This is an optimization exercise on Yosys and OpenROAD, whose aim is small area and few clock cycles per item, not a production implementation. In this exercise RTL edits were held to simulation tests only and were not proved equivalent to the original. Power is estimated from default activity; no workload was simulated. The clock port is modelled as an ideal driver; clocking choices that lean on that would not hold on a real chip.

== job 101 ==
==> flow/design.v (excerpt) <==
module video_to_ram (
	input  logic        i_clk_100_bus,
	input  logic        i_rst,
	input  logic        i_pix_valid,
	input  logic        i_pix_eol,
	input  logic [9:0]  i_pix_line_num,
	input  logic [7:0]  i_pix_red,
	input  logic [7:0]  i_pix_green,
	input  logic [7:0]  i_pix_blue,
	input  logic [7:0]  i_pix_luma,
	input  logic        i_mem_ready,
	input  logic        i_credit_return,
	output logic        o_beat_valid,
	output logic        o_beat_first,
	output logic [31:0] o_beat_addr,
	output logic [31:0] o_beat_data,
	output logic        o_luma_valid,
	output logic        o_luma_first,
	output logic [7:0]  o_luma_luma,
	output logic [9:0]  o_luma_line_num
);
For scale: ~4800 cells after synthesis, roughly 3600 flip-flops, roughly 130 I/O pins, ~0.080 sq mm of cells after synthesis.
make LEC_CHECK=0 CAP_MARGIN=20 CORE_MARGIN=2 CORE_UTILIZATION=40 CTS_CLUSTER_DIAMETER=90 CTS_CLUSTER_SIZE=34 SLEW_MARGIN=20 finish   # period 10.0 ns
run.sh (not shown) runs the stock make flow with config.mk's settings and CLKGATE_MAP_FILE= SYNTH_SCRIPT=/design/flow/synth_recipe.tcl, a recipe that flattens the netlist after the stock synthesis.
Job 101 finished all stages; the layout is clean.
Testbench counts of job 101, summed over its fixed seeds: cycles 20,992, lines 320.
For job 102, these inputs were changed with respect to job 101:
--- a/flow/config.mk
+++ b/flow/config.mk
@@ -10,2 +10,2 @@
-export CORE_UTILIZATION = 40
-export CTS_CLUSTER_DIAMETER = 90
+export CORE_UTILIZATION = 45
+export CTS_CLUSTER_DIAMETER = 75
==> comparison <==
- Job 102 did not stop at any stage, and its layout met the timing, DRC and antenna checks.
- Summary — sequential share of layout area, job 102 relative to job 101: lower, by 0.33 points.
- Job 102: total length of routed wires 2900 microns below job 101
- Against job 101, detailed-routed wire length on met2 in job 102 fell by a few percent.
- On routing usage on met1, the lower figure sits with job 101, not job 102.
- Higher wire length per cell goes to job 102 over job 101.
- Looking at worst hold slack, job 102 sits below job 101.
- Between job 101 and job 102, the flow reports number of rows created at floorplan decreasing by a few percent.
- Job 101 → job 102: power consumption increased by about 2.8% relative to the old numbers, buffer count excluding the clock tree in the final layout now smaller, post-route worst setup slack grew by 0.090 ns, fraction of area in clock buffers and inverters rose 0.82 points.
#### Input delta (job 103 over job 102)
==> flow/flow/run.sh (new file) <==
#!/bin/bash
# Standard layout, with plain buf_1 cells as the port buffers and buf_12 clock leaves.
set -euo pipefail
export BUFFER_PORTS_ARGS="-buffer_cell sky130_fd_sc_hd__buf_1"
export CTS_ARGS="-sink_clustering_enable -repair_clock_nets -sink_clustering_size 30 -sink_clustering_max_diameter 80 -buf_list sky130_fd_sc_hd__clkbuf_16 -sink_clustering_buffer sky130_fd_sc_hd__buf_12"
bash standard.sh > standard_make.log 2>&1
==> flow/standard.sh (new file) <==
#!/bin/bash
# synth_recipe.tcl (not shown) runs the flow's synth.tcl, then flattens the netlist and writes it again
# the make line also repeats each setting of config.mk as NAME=value (left out here)
make -C /OpenROAD-flow-scripts/flow DESIGN_CONFIG=/design/flow/config.mk WORK_HOME=/design/flow/orfs CLKGATE_MAP_FILE= SYNTH_SCRIPT=/design/flow/synth_recipe.tcl "${@:-finish}"
--- a/flow/config.mk
+++ b/flow/config.mk
@@ -10,2 +10,2 @@
-export CORE_UTILIZATION = 45
-export CTS_CLUSTER_DIAMETER = 75
+export CORE_UTILIZATION = 40
+export CTS_CLUSTER_DIAMETER = 90
removed: flow/run.sh
## What came out
- HPWL after detailed placement deteriorates in job 103 relative to job 102.
- Post-synthesis adder-cell area fraction delta (job 103 -> job 102): insignificant
- Clock network contribution to total cell area (lower): job 103
The following lists how job 104 was set up differently from job 103:
==> flow/flow/run.sh <==
#!/bin/bash
# Standard layout, with plain buf_1 cells as the port buffers.
set -euo pipefail
export BUFFER_PORTS_ARGS="-buffer_cell sky130_fd_sc_hd__buf_1"
bash standard.sh > standard_make.log 2>&1
--- a/flow/config.mk
+++ b/flow/config.mk
@@ -10,3 +10,3 @@
-export CORE_UTILIZATION = 40
-export CTS_CLUSTER_DIAMETER = 90
-export CTS_CLUSTER_SIZE = 34
+export CORE_UTILIZATION = 50
+export CTS_CLUSTER_DIAMETER = 60
+export CTS_CLUSTER_SIZE = 38
## What came out
Comparing post-layout utilization of the core for job 104 and job 103, the bigger number came from job 104.
Going from job 103 to job 104, the fraction of the cycle the final worst path needs was found to have gone down by 1.8 points.
Fraction of area in non-clock buffers across job 104 and job 103: no real change.
Compared with job 103, total power after layout in job 104 increased by a few percent.
Comparing job 104 and job 103, instance area at placement is higher on job 103.
Job 104 reports its layer carrying the most global-route usage as met1 while job 103 reports met2.
In job 104 the worst setup slack turned out 0.18 ns higher than in job 103.
Job 104 vs job 103, die area went down by 20%.
First-pass iteration count of the detailed router on job 104 is down relative to job 103.
Setup changes, job 104 to job 105
==> flow/run.sh (new file) <==
#!/bin/bash
# synth_recipe.tcl (not shown) runs the flow's synth.tcl, then flattens the netlist and writes it again
# the make line also repeats each setting of config.mk as NAME=value (left out here)
make -C /OpenROAD-flow-scripts/flow DESIGN_CONFIG=/design/flow/config.mk WORK_HOME=/design/flow/orfs CLKGATE_MAP_FILE= SYNTH_SCRIPT=/design/flow/synth_recipe.tcl finish
--- a/flow/config.mk
+++ b/flow/config.mk
@@ -10,3 +10,4 @@
-export CORE_UTILIZATION = 50
-export CTS_CLUSTER_DIAMETER = 60
-export CTS_CLUSTER_SIZE = 38
+export CORE_UTILIZATION = 40
+export CTS_BUF_LIST = sky130_fd_sc_hd__clkbuf_4 sky130_fd_sc_hd__clkbuf_8 sky130_fd_sc_hd__clkbuf_16
+export CTS_CLUSTER_DIAMETER = 90
+export CTS_CLUSTER_SIZE = 34
removed: flow/flow/run.sh
removed: flow/standard.sh
## What came out
- Job 105 went all the way through the flow, and no timing, DRC or antenna check failed.
- Re number of instances on the worst hold path: no difference whatsoever between job 104 and job 105.
- Routed wire length: job 105 vs job 104 up 4.0%
- On final worst slack, job 105 does worse than job 104.

---

Starting RTL as in the previous note.
clock: 10.0 ns
lec_check: 0
cap_margin: 20
core_margin: 2
core_utilization: 40
cts_cluster_diameter: 85
cts_cluster_size: 32
slew_margin: 20
Stock flow here: none of the scripts above is used.
Testbench counts at the start, summed over its fixed seeds: cycles 20,992, lines 320.
Next try:
==> flow/flow/run.sh (new file) <==
#!/bin/bash
# Standard layout, with plain buf_1 cells as the port buffers.
set -euo pipefail
export BUFFER_PORTS_ARGS="-buffer_cell sky130_fd_sc_hd__buf_1"
bash standard.sh > standard_make.log 2>&1
==> flow/standard.sh (new file) <==
#!/bin/bash
# synth_recipe.tcl (not shown) runs the flow's synth.tcl, then flattens the netlist and writes it again
# the make line also repeats each setting of config.mk as NAME=value (left out here)
make -C /OpenROAD-flow-scripts/flow DESIGN_CONFIG=/design/flow/config.mk WORK_HOME=/design/flow/orfs CLKGATE_MAP_FILE= SYNTH_SCRIPT=/design/flow/synth_recipe.tcl "${@:-finish}"
--- a/flow/config.mk
+++ b/flow/config.mk
@@ -10,4 +10,4 @@
 export CORE_UTILIZATION = 40
-export CTS_CLUSTER_DIAMETER = 85
-export CTS_CLUSTER_SIZE = 32
+export CTS_CLUSTER_DIAMETER = 90
+export CTS_CLUSTER_SIZE = 34
 export SLEW_MARGIN = 20
removed: flow/run.sh
Global-route usage barely changes.
Count of clock-buffer cells in the layout came out lower by 17.
Setup slack improved by 0.42 ns.
Core utilization drops by 0.53 points.
Area after synthesis is unchanged.
Via count decreases by 0.43%.
Critical path depth does not change.
Fmax increases by about 10%.
Wire length shrinks by about 0.32%.
Cell area falls by 1.2%.

---

Another version of the RTL of video_to_ram (not shown whole).
Size: roughly 4500 cells after synthesis, about 0.081 mm² of cells after synthesis.
## video_to_ram
module video_to_ram (
	input  logic        i_clk_100_bus,
	input  logic        i_rst,
	input  logic        i_pix_valid,
	input  logic        i_pix_eol,
	input  logic [9:0]  i_pix_line_num,
	input  logic [7:0]  i_pix_red,
	input  logic [7:0]  i_pix_green,
	input  logic [7:0]  i_pix_blue,
	input  logic [7:0]  i_pix_luma,
	input  logic        i_mem_ready,
	input  logic        i_credit_return,
	output logic        o_beat_valid,
	output logic        o_beat_first,
	output logic [31:0] o_beat_addr,
	output logic [31:0] o_beat_data,
	output logic        o_luma_valid,
	output logic        o_luma_first,
	output logic [7:0]  o_luma_luma,
	output logic [9:0]  o_luma_line_num
);
clock: 10.0 ns
lec_check: 0
cap_margin: 20
core_margin: 2
core_utilization: 65
cts_cluster_diameter: 70
cts_cluster_size: 36
slew_margin: 20
Stock flow here: none of the scripts above is used.
Testbench counts at the start, summed over its fixed seeds: cycles 20,992, lines 320.
Change:
--- a/flow/config.mk
+++ b/flow/config.mk
@@ -8,6 +8,6 @@
 export CAP_MARGIN = 20
 export CORE_MARGIN = 2
-export CORE_UTILIZATION = 65
+export CORE_UTILIZATION = 40
 export CTS_CLUSTER_DIAMETER = 70
-export CTS_CLUSTER_SIZE = 36
+export CTS_CLUSTER_SIZE = 24
 export SLEW_MARGIN = 20
After rerunning: Worst setup slack improved by 0.019 ns. Sequential share of layout area decreases by 1.6 points. Sequential power hardly moves. Sequential cell count stays the same. Non-clock buffer count shrinks by 4. Final cell count went up by 16%. Core utilization drops by 26 points.
Change:
--- a/flow/config.mk
+++ b/flow/config.mk
@@ -9,5 +9,5 @@
 export CORE_MARGIN = 2
 export CORE_UTILIZATION = 40
-export CTS_CLUSTER_DIAMETER = 70
-export CTS_CLUSTER_SIZE = 24
+export CTS_CLUSTER_DIAMETER = 80
+export CTS_CLUSTER_SIZE = 30
 export SLEW_MARGIN = 20
After rerunning: The new run went through all stages and came out clean. Global-route usage decreases by 0.11 points. Total power decreases by 3.3%. Die area does not change. Flip-flop and latch count is unchanged. Worst setup slack loses 0.040 ns. Core utilization decreases by 0.47 points. Combinational power is about the same. Clock-buffer cell count decreases by 33. Critical path depth stays the same.

-- afterwards: timing with drivers on the ports --
How much do the figures lean on ideal ports? The routed layouts below were timed once more, with nothing changed but the port constraints.
Step 1 (the two cells are an assumption about what drives the block):
set clk [get_ports {i_clk_100_bus}]
set_driving_cell -lib_cell sky130_fd_sc_hd__clkbuf_16 $clk
set_driving_cell -lib_cell sky130_fd_sc_hd__buf_2 [delete_from_list [all_inputs] $clk]
Step 2 times the ports against the registers' clock, not the clock port: input delays grow and output delays shrink by t, the midpoint of the rising clock arrivals with the driver on.
Three values: no drivers, after step 1, after step 2; two values: the first two.
| run | t (ns) | setup slack, ns | worst setup path after step 2 | latest minus earliest clock arrival (ns) |
|---|---|---|---|---|
| job 101 | 0.843 | 5.161 / 5.082 / 5.205 | input to register | 0.035 / 0.035 |
| job 102 | 0.865 | 5.251 / 5.174 / 5.453 | input to register | 0.038 / 0.039 |
| job 103 | 0.861 | 5.549 / 5.467 / 5.501 | input to register | 0.036 / 0.036 |
| job 104 | 0.854 | 5.734 / 5.659 / 5.786 | input to register | 0.063 / 0.064 |
| job 105 | 0.841 | 5.172 / 5.093 / 5.201 | input to register | 0.037 / 0.037 |
| the first run of note 2 | 0.855 | 5.135 / 5.057 / 5.206 | input to register | 0.057 / 0.057 |
| the second run of note 2 | 0.859 | 5.559 / 5.476 / 5.524 | input to register | 0.055 / 0.055 |
| the first run of note 3 | 0.843 | 5.348 / 5.278 / 5.129 | input to register | 0.044 / 0.045 |
| the second run of note 3 | 0.885 | 5.366 / 5.282 / 5.441 | input to register | 0.068 / 0.068 |
| the third run of note 3 | 0.886 | 5.327 / 5.240 / 5.435 | input to register | 0.050 / 0.050 |
After both steps every run listed still meets setup and hold. The setup slack of the first run of note 3, which loses most, moves by -0.070 ns with the drivers and by -0.219 ns with both steps.
